Source: an optimization exercise on an open RTL-to-GDS flow (aim: small area, a short achievable clock period and few clock cycles per item). Production flows keep margins and buffers that such runs may drop.
In this exercise RTL edits were held to simulation tests only and were not proved equivalent to the original.
No activity file was given, so power comes from the tool's default toggle rates.

==> xenon <==
## covariance_accumulator
module covariance_accumulator
#(
   parameter int DATA_W = 16,
   parameter int LOG2_N = 2
) (
   input  logic              clk,
   input  logic              rst,
   input  logic              start,
   input  logic              in_valid,
   output logic              in_ready,
   input  logic [DATA_W-1:0] x_in,
   input  logic [DATA_W-1:0] y_in,
   output logic              bram_ena,
   output logic              bram_wea,
   output logic [1:0]        bram_addra,
   output logic [31:0]       bram_dina,
   output logic              busy,
   output logic              done
);
Settings: LEC_CHECK=0, ABC_AREA=1, CAP_MARGIN=20, CORE_MARGIN=2, CORE_UTILIZATION=40, SETUP_SLACK_MARGIN=5, SLEW_MARGIN=20; clock period 8.5 ns.
standard.sh (not shown) runs the stock make flow with config.mk's settings and CLKGATE_MAP_FILE= SYNTH_SCRIPT=/design/flow/synth_recipe.tcl, a recipe that flattens the netlist after the stock synthesis.
==> flow/flow/run.sh <==
#!/bin/bash
# The standard layout, except that:
#  - synthesis leaves the adder trees to ABC instead of mapping them onto
#    full-adder cells (ADDER_MAP_FILE empty), and Yosys's generic synth step
#    skips its quick ABC pass (synth -noabc), so the final ABC mapping starts
#    from the design's own XOR/majority trees;
#  - timing repair aims at a tighter period than the design's clock.
# The clock, constraints, registers and the rest of the flow are the standard ones.
set -euo pipefail
sed '1s/.*/proc synth {args} { yosys synth -nofsm -noshare -noabc {*}$args }/' \
   synth_recipe.tcl > synth_noabc.tcl
grep -q -- '-noabc' synth_noabc.tcl
bash standard.sh SYNTH_SCRIPT="$PWD/synth_noabc.tcl" ADDER_MAP_FILE= SETUP_SLACK_MARGIN=5.5 finish > flow_make.log 2>&1
==> lagoon (differences from xenon) <==
==> flow/run.sh (new file) <==
#!/bin/bash
# synth_recipe.tcl (not shown) runs the flow's synth.tcl, then flattens the netlist and writes it again
# the make line also repeats each setting of config.mk as NAME=value (left out here)
make -C /OpenROAD-flow-scripts/flow DESIGN_CONFIG=/design/flow/config.mk WORK_HOME=/design/flow/orfs CLKGATE_MAP_FILE= SYNTH_SCRIPT=/design/flow/synth_recipe.tcl finish
removed: flow/flow/run.sh
removed: flow/standard.sh
==> raven (differences from xenon) <==
==> flow/flow/run.sh (replaced) <==
#!/bin/bash
# The standard layout, except that synthesis leaves the adder trees to ABC
# instead of mapping them onto full-adder cells (ADDER_MAP_FILE empty), and
# timing repair aims at a tighter period than the design's clock. The clock,
# constraints, registers and the rest of the flow are the standard ones.
set -euo pipefail
bash standard.sh ADDER_MAP_FILE= SETUP_SLACK_MARGIN=5.5 finish > flow_make.log 2>&1
Settings changed: ABC_AREA 1 to unset.
==> notes <==
lagoon passed the timing, design-rule and antenna checks. raven completed without violations. xenon finished clean.
Routed wire length: xenon > raven > lagoon.
Of xenon and raven, xenon has the higher clock power (gap about 3%, measured against raven).
Between lagoon and xenon, the lower die area is in lagoon (gap about 14%, measured against xenon).
The lowest non-clock buffer count belongs to xenon, the highest to raven.
Power, lowest first: lagoon, xenon, raven.
Fmax: xenon is larger than raven (6.9%).
The highest global-route usage belongs to xenon, the lowest to raven.
Register-to-register slack: xenon > raven > lagoon.
Sequential share of layout area, lowest first: xenon, raven, lagoon.
==> figures <==
item	lagoon	xenon	raven
Number of DRC violations after detailed-routing iteration 0	1589	2966	2286
Met3 WL	6126 microns	8846 microns	6230 microns
Count of cell types in the netlist	45	52	73
Combinational cell fraction of total power	59.0%	60.9%	62.5%
Layout-to-synthesis area ratio	1.1532x	1.0953x	1.1782x
Post-Synth Simple-Gate Area	15.20%	43.72%	15.74%
Status	no timing/DRC/antenna violations	no timing/DRC/antenna violations	no timing/DRC/antenna violations
Post-synthesis share of cell area spent on xor and xnor gates	5.904%	14.63%	33.60%
Post-layout nets	3837	5557	3529
Adder-cell area share of the yosys netlist	35.39%	0.7465%	9.547%
Data arrival time of the critical path	3.91 ns	1.25 ns	3.63 ns
Starting density of the core	40.28%	40.47%	40.34%
Non-clock inverter count in the final layout	832	695	66
Buffers plus inverters on the worst setup path	5	1	3
Number of buffers inserted during clock tree synthesis	39	40	40
Post-CTS Setup Repair Bufs	56	2	73
Pin count of the biggest net entering global routing	69	107	55
Design Power	11.16 mW	11.76 mW	12.57 mW
Fill cells	6310	8226	6352
Testbench counts of xenon, summed over its fixed seeds: cycles 5,128, windows 512.
Testbench counts of lagoon, summed over its fixed seeds: cycles 5,128, windows 512.
Testbench counts of raven, summed over its fixed seeds: cycles 5,128, windows 512.

* * *

==> trial 22 <==
covariance_accumulator, a different RTL version from the one above (not shown whole).
Design covariance_accumulator, start of the top module:
module covariance_accumulator
#(
   parameter int DATA_W = 16,
   parameter int LOG2_N = 2
) (
   input  logic              clk,
   input  logic              rst,
   input  logic              start,
   input  logic              in_valid,
   output logic              in_ready,
   input  logic [DATA_W-1:0] x_in,
   input  logic [DATA_W-1:0] y_in,
   output logic              bram_ena,
   output logic              bram_wea,
   output logic [1:0]        bram_addra,
   output logic [31:0]       bram_dina,
   output logic              busy,
   output logic              done
);
   localparam int ACC_W = pca_pkg::ACC_W;
   localparam int SQ_W  = ACC_W - 1;      
   logic       rdy_q, busy_q, ena_q, done_q;
   logic [1:0] cnt_q;                     
   logic [2:0] ph_q;                      
   logic [1:0] addr_q;
   logic [15:0]     xq, yq;               
   logic [7:0]      one_q, two_q, neg_q;  
   logic            first_q;              
   logic [SQ_W-1:0] xx_s, xx_c, yy_s, yy_c;
   logic [ACC_W-1:0] xy_s, xy_c;
   logic [SQ_W-1:0] xx_s_d, xx_c_d, yy_s_d, yy_c_d;
   logic [ACC_W-1:0] xy_s_d, xy_c_d;
   logic [31:0]     dina_q;
   logic            sxx_q, syy_q;         
   logic        accept;
   logic [15:0] xg, yg;
   logic [16:0] ye;
   logic [7:0]  one_d, two_d, neg_d;
   assign accept = in_valid & rdy_q;
   assign xg     = x_in & {16{accept}};
   assign yg     = y_in & {16{accept}};
   assign ye     = {yg, 1'b0};
   always_comb begin
      for (int k = 0; k < 8; k++) begin
         one_d[k] = ye[2*k+1] ^ ye[2*k];
         two_d[k] = (ye[2*k+2] & ~ye[2*k+1] & ~ye[2*k]) |
                    (~ye[2*k+2] & ye[2*k+1] & ye[2*k]);
         neg_d[k] = ye[2*k+2];
      end
   end
   always_ff @(posedge clk) begin
      xq      <= xg;
      yq      <= yg;
      one_q   <= one_d;
      two_q   <= two_d;
      neg_q   <= neg_d;
      first_q <= accept & (cnt_q == 2'd0);
   end
   cov_sq_acc u_xx (
      .x     (xq),
      .acc_s (xx_s & {SQ_W{~first_q}}),
      .acc_c (xx_c & {SQ_W{~first_q}}),
      .sum_s (xx_s_d),
      .sum_c (xx_c_d)
   );
   cov_mac u_xy (
      .x     (xq),
      .one   (one_q),
      .two   (two_q),
      .neg   (neg_q),
      .acc_s (xy_s & {ACC_W{~first_q}}),
      .acc_c (xy_c & {ACC_W{~first_q}}),
      .sum_s (xy_s_d),
      .sum_c (xy_c_d)
   );
   cov_sq_acc u_yy (
      .x     (yq),
  ...
==> module covariance_accumulator, before the edit <==
module covariance_accumulator
#(
   parameter int DATA_W = 16,
   parameter int LOG2_N = 2
) (
   input  logic              clk,
   input  logic              rst,
   input  logic              start,
   input  logic              in_valid,
   output logic              in_ready,
   input  logic [DATA_W-1:0] x_in,
   input  logic [DATA_W-1:0] y_in,
   output logic              bram_ena,
   output logic              bram_wea,
   output logic [1:0]        bram_addra,
   output logic [31:0]       bram_dina,
   output logic              busy,
   output logic              done
);
   localparam int ACC_W = pca_pkg::ACC_W;
   localparam int SQ_W  = ACC_W - 1;      
   logic       rdy_q, busy_q, ena_q, done_q;
   logic [1:0] cnt_q;                     
   logic [2:0] ph_q;                      
   logic [1:0] addr_q;
   logic [15:0]     xq, yq;               
   logic [7:0]      one_q, two_q, neg_q;  
   logic            first_q;              
   logic [SQ_W-1:0] xx_s, xx_c, yy_s, yy_c;
   logic [ACC_W-1:0] xy_s, xy_c;
   logic [SQ_W-1:0] xx_s_d, xx_c_d, yy_s_d, yy_c_d;
   logic [ACC_W-1:0] xy_s_d, xy_c_d;
   logic [31:0]     dina_q;
   logic            sxx_q, syy_q;         
   logic        accept;
   logic [15:0] xg, yg;
   logic [16:0] ye;
   logic [7:0]  one_d, two_d, neg_d;
   assign accept = in_valid & rdy_q;
   assign xg     = x_in & {16{accept}};
   assign yg     = y_in & {16{accept}};
   assign ye     = {yg, 1'b0};
   always_comb begin
      for (int k = 0; k < 8; k++) begin
         one_d[k] = ye[2*k+1] ^ ye[2*k];
         two_d[k] = (ye[2*k+2] & ~ye[2*k+1] & ~ye[2*k]) |
                    (~ye[2*k+2] & ye[2*k+1] & ye[2*k]);
         neg_d[k] = ye[2*k+2];
      end
   end
   always_ff @(posedge clk) begin
      xq      <= xg;
      yq      <= yg;
      one_q   <= one_d;
      two_q   <= two_d;
      neg_q   <= neg_d;
      first_q <= accept & (cnt_q == 2'd0);
   end
   cov_sq_acc u_xx (
      .x     (xq),
      .acc_s (xx_s & {SQ_W{~first_q}}),
      .acc_c (xx_c & {SQ_W{~first_q}}),
      .sum_s (xx_s_d),
      .sum_c (xx_c_d)
   );
   cov_mac u_xy (
      .x     (xq),
      .one   (one_q),
      .two   (two_q),
      .neg   (neg_q),
      .acc_s (xy_s & {ACC_W{~first_q}}),
      .acc_c (xy_c & {ACC_W{~first_q}}),
      .sum_s (xy_s_d),
      .sum_c (xy_c_d)
   );
   cov_sq_acc u_yy (
      .x     (yq),
      .acc_s (yy_s & {SQ_W{~first_q}}),
      .acc_c (yy_c & {SQ_W{~first_q}}),
      .sum_s (yy_s_d),
      .sum_c (yy_c_d)
   );
   logic [ACC_W-1:0] sel_s, sel_c, sel_sum;
   logic             sel_xy;
   always_comb begin
      sel_xy  = ~sxx_q & ~syy_q;
      sel_s   = ({1'b0, xx_s} & {ACC_W{sxx_q}}) | ({1'b0, yy_s} & {ACC_W{syy_q}}) |
                (xy_s & {ACC_W{sel_xy}});
      sel_c   = ({1'b0, xx_c} & {ACC_W{sxx_q}}) | ({1'b0, yy_c} & {ACC_W{syy_q}}) |
                (xy_c & {ACC_W{sel_xy}});
      sel_sum = sel_s + sel_c;
      sel_sum[ACC_W-1] = sel_sum[ACC_W-1] & sel_xy;
   end
   always_ff @(posedge clk) begin
      xx_s   <= xx_s_d;
      xx_c   <= xx_c_d;
      xy_s   <= xy_s_d;
      xy_c   <= xy_c_d;
      yy_s   <= yy_s_d;
      yy_c   <= yy_c_d;
      dina_q <= sel_sum[ACC_W-1:2];
      sxx_q  <= (ph_q == 3'd1);
      syy_q  <= (ph_q == 3'd2);
   end
   always_ff @(posedge clk or posedge rst) begin
      if (rst) begin
         rdy_q  <= 1'b0;
         busy_q <= 1'b0;
         ena_q  <= 1'b0;
         done_q <= 1'b0;
         cnt_q  <= 2'd0;
         ph_q   <= 3'd0;
         addr_q <= 2'd0;
      end else begin
         if (!busy_q && start) begin
            rdy_q  <= 1'b1;
            busy_q <= 1'b1;
         end
         if (accept) begin
            cnt_q <= cnt_q + 2'd1;
            if (cnt_q == 2'd3) begin
               rdy_q <= 1'b0;
               ph_q  <= 3'd1;
            end
         end
         if (ph_q != 3'd0) ph_q <= (ph_q == 3'd6) ? 3'd0 : ph_q + 3'd1;
         done_q <= (ph_q == 3'd5);
         if (ph_q == 3'd5) busy_q <= 1'b0;
         if (ph_q == 3'd2) ena_q <= 1'b1;
         if (ph_q == 3'd6) ena_q <= 1'b0;
         unique case (ph_q)
            3'd2:    addr_q <= 2'd0;
            3'd3:    addr_q <= 2'd3;
            3'd4:    addr_q <= 2'd1;
            3'd5:    addr_q <= 2'd2;
            default: addr_q <= addr_q;
         endcase
      end
   end
   assign in_ready   = rdy_q;
   assign busy       = busy_q;
   assign done       = done_q;
   assign bram_ena   = ena_q;
   assign bram_wea   = ena_q;
   assign bram_addra = addr_q;
   assign bram_dina  = dina_q;
endmodule
==> flow/config.mk <==
export PLATFORM = sky130hd
export DESIGN_NAME = covariance_accumulator
export DESIGN_NICKNAME = covariance_accumulator
export VERILOG_FILES = /design/flow/design.v
export SDC_FILE = /design/flow/constraint.sdc
export NUM_CORES = 4
export LEC_CHECK = 0
export CAP_MARGIN = 20
export CORE_MARGIN = 2
export CORE_UTILIZATION = 40
export CTS_BUF_LIST = sky130_fd_sc_hd__clkbuf_4 sky130_fd_sc_hd__clkbuf_8
export SETUP_SLACK_MARGIN = 5
export SLEW_MARGIN = 20
==> flow/constraint.sdc <==
create_clock -name core_clock -period 8.5 [get_ports {clk}]
set_input_delay 1.7000 -clock core_clock [delete_from_list [all_inputs] [get_ports {clk}]]
set_output_delay 1.7000 -clock core_clock [all_outputs]
set_load 0.01 [all_outputs]
run.sh (not shown) runs the stock make flow with config.mk's settings and CLKGATE_MAP_FILE= SYNTH_SCRIPT=/design/flow/synth_recipe.tcl, a recipe that flattens the netlist after the stock synthesis.
Stock flow here: none of the scripts above is used.
==> build 91 (differences from trial 22) <==
--- a/flow/design.v
+++ b/flow/design.v
@@ -729,7 +729,7 @@
    logic [SQ_W-1:0] xx_s_d, xx_c_d, yy_s_d, yy_c_d;
    logic [ACC_W-1:0] xy_s_d, xy_c_d;
    logic [31:0]     dina_q;
-   logic            sxx_q, syy_q;         
+   logic            sxx_q, syy_q, sxy_q;  
    logic        accept;
    logic [15:0] xg, yg;
    logic [16:0] ye;
@@ -779,15 +779,13 @@
       .sum_c (yy_c_d)
    );
    logic [ACC_W-1:0] sel_s, sel_c, sel_sum;
-   logic             sel_xy;
    always_comb begin
-      sel_xy  = ~sxx_q & ~syy_q;
       sel_s   = ({1'b0, xx_s} & {ACC_W{sxx_q}}) | ({1'b0, yy_s} & {ACC_W{syy_q}}) |
-                (xy_s & {ACC_W{sel_xy}});
+                (xy_s & {ACC_W{sxy_q}});
       sel_c   = ({1'b0, xx_c} & {ACC_W{sxx_q}}) | ({1'b0, yy_c} & {ACC_W{syy_q}}) |
-                (xy_c & {ACC_W{sel_xy}});
+                (xy_c & {ACC_W{sxy_q}});
       sel_sum = sel_s + sel_c;
-      sel_sum[ACC_W-1] = sel_sum[ACC_W-1] & sel_xy;
+      sel_sum[ACC_W-1] = sel_sum[ACC_W-1] & sxy_q;
    end
    always_ff @(posedge clk) begin
       xx_s   <= xx_s_d;
@@ -799,6 +797,7 @@
       dina_q <= sel_sum[ACC_W-1:2];
       sxx_q  <= (ph_q == 3'd1);
       syy_q  <= (ph_q == 3'd2);
+      sxy_q  <= (ph_q == 3'd3) || (ph_q == 3'd4);
    end
    always_ff @(posedge clk or posedge rst) begin
       if (rst) begin
==> flow/flow/run.sh (new file) <==
#!/bin/bash
# The standard layout, except that synthesis leaves the adder trees to ABC
# instead of mapping them onto full-adder cells (ADDER_MAP_FILE empty), and
# timing repair aims at a tighter period than the design's clock. The clock,
# constraints, registers and the rest of the flow are the standard ones.
set -euo pipefail
bash standard.sh ADDER_MAP_FILE= SETUP_SLACK_MARGIN=5.5 finish > flow_make.log 2>&1
==> flow/standard.sh (new file) <==
#!/bin/bash
# synth_recipe.tcl (not shown) runs the flow's synth.tcl, then flattens the netlist and writes it again
# the make line also repeats each setting of config.mk as NAME=value (left out here)
make -C /OpenROAD-flow-scripts/flow DESIGN_CONFIG=/design/flow/config.mk WORK_HOME=/design/flow/orfs CLKGATE_MAP_FILE= SYNTH_SCRIPT=/design/flow/synth_recipe.tcl "${@:-finish}"
==> flow/config.mk (replaced) <==
export PLATFORM = sky130hd
export DESIGN_NAME = covariance_accumulator
export DESIGN_NICKNAME = covariance_accumulator
export VERILOG_FILES = /design/flow/design.v
export SDC_FILE = /design/flow/constraint.sdc
export NUM_CORES = 4
export LEC_CHECK = 0
export ABC_AREA = 1
export CAP_MARGIN = 20
export CORE_MARGIN = 2
export CORE_UTILIZATION = 55
export SETUP_SLACK_MARGIN = 5
export SLEW_MARGIN = 20
removed: flow/run.sh
==> notes <==
Trial 22 passed the timing, design-rule and antenna checks. Build 91 completed with no timing, DRC or antenna violations.
First-iteration DRC count: trial 22 is lower than build 91 (about 70%).
Against build 91, the synthesized cell count of trial 22 is smaller by 52%.
Of trial 22 and build 91, build 91 has the higher global-route usage (gap 15 points).
Against trial 22, the register-to-register slack of build 91 is better by 540 ps.
Routed wire length: trial 22 is smaller than build 91 (34%).
In build 91 the cell area is higher than in trial 22, by about 13%.
==> figures <==
                                                        trial 22    build 91
Run status                      no timing/DRC/antenna violations  no timing/DRC/antenna violations
Die Y-Extent                                              256 um      238 um
Pre-CTS worst setup slack                                4290 ps     4670 ps
Top fanout value on the critical path                         16           3
Combined area of the multi-input logic cells          17400 um^2  20800 um^2
Post-Synthesis Cell Area                              25400 um^2  30200 um^2
Startpoint of the worst-slack reg-to-reg timing path      xq[14]      xq[15]
Length of routed met2 wiring                            30500 um    45100 um
Clock-cell share                                          0.0419      0.0417
Delay of the slowest critical-path stage                  550 ps      390 ps
Worst R2R Path Depth                                          10          15
Drt first-iter violations                                   1009        3038
Switching share of power                                   0.460       0.518
Design internal power                                  0.00551 W   0.00581 W
Testbench counts of trial 22, summed over its fixed seeds: cycles 5,128, windows 512.
Testbench counts of build 91, summed over its fixed seeds: cycles 5,128, windows 512.

[static timing again, ports no longer ideal]
The results above use ideal ports. As a check the final layouts listed here were re-extracted and re-timed, cells and wires unchanged. Step 1 (the two cells are an assumption about what drives the block):
set clk [get_ports {clk}]
set_driving_cell -lib_cell sky130_fd_sc_hd__clkbuf_16 $clk
set_driving_cell -lib_cell sky130_fd_sc_hd__buf_2 [delete_from_list [all_inputs] $clk]
Step 2 also shifts input and output timing later by t, the mid clock arrival at the registers, as if the neighbouring blocks saw the same clock. a / b / c = ideal / step 1 / step 2; a / b = the first two.
run	shift t [ns]	setup WS [ns]	worst setup path at the end	slew at the worst register clock pin (ns)	pins driven straight from the clock port
xenon	0.663	5.554 / 5.486 / 5.110	input to register	0.07 / 0.07	1
lagoon	0.618	5.041 / 5.018 / 4.802	input to register	0.06 / 0.06	1
raven	0.625	5.350 / 5.350 / 5.344	input to register	0.06 / 0.06	1
trial 22	0.705	5.075 / 5.075 / 5.029	input to register	0.07 / 0.07	1
build 91	0.653	5.540 / 5.476 / 5.251	input to register	0.07 / 0.07	1
After both steps every run listed still meets setup and hold. For xenon, which loses most, drivers alone change the setup slack by -0.068 ns; drivers and shift together by -0.444 ns.
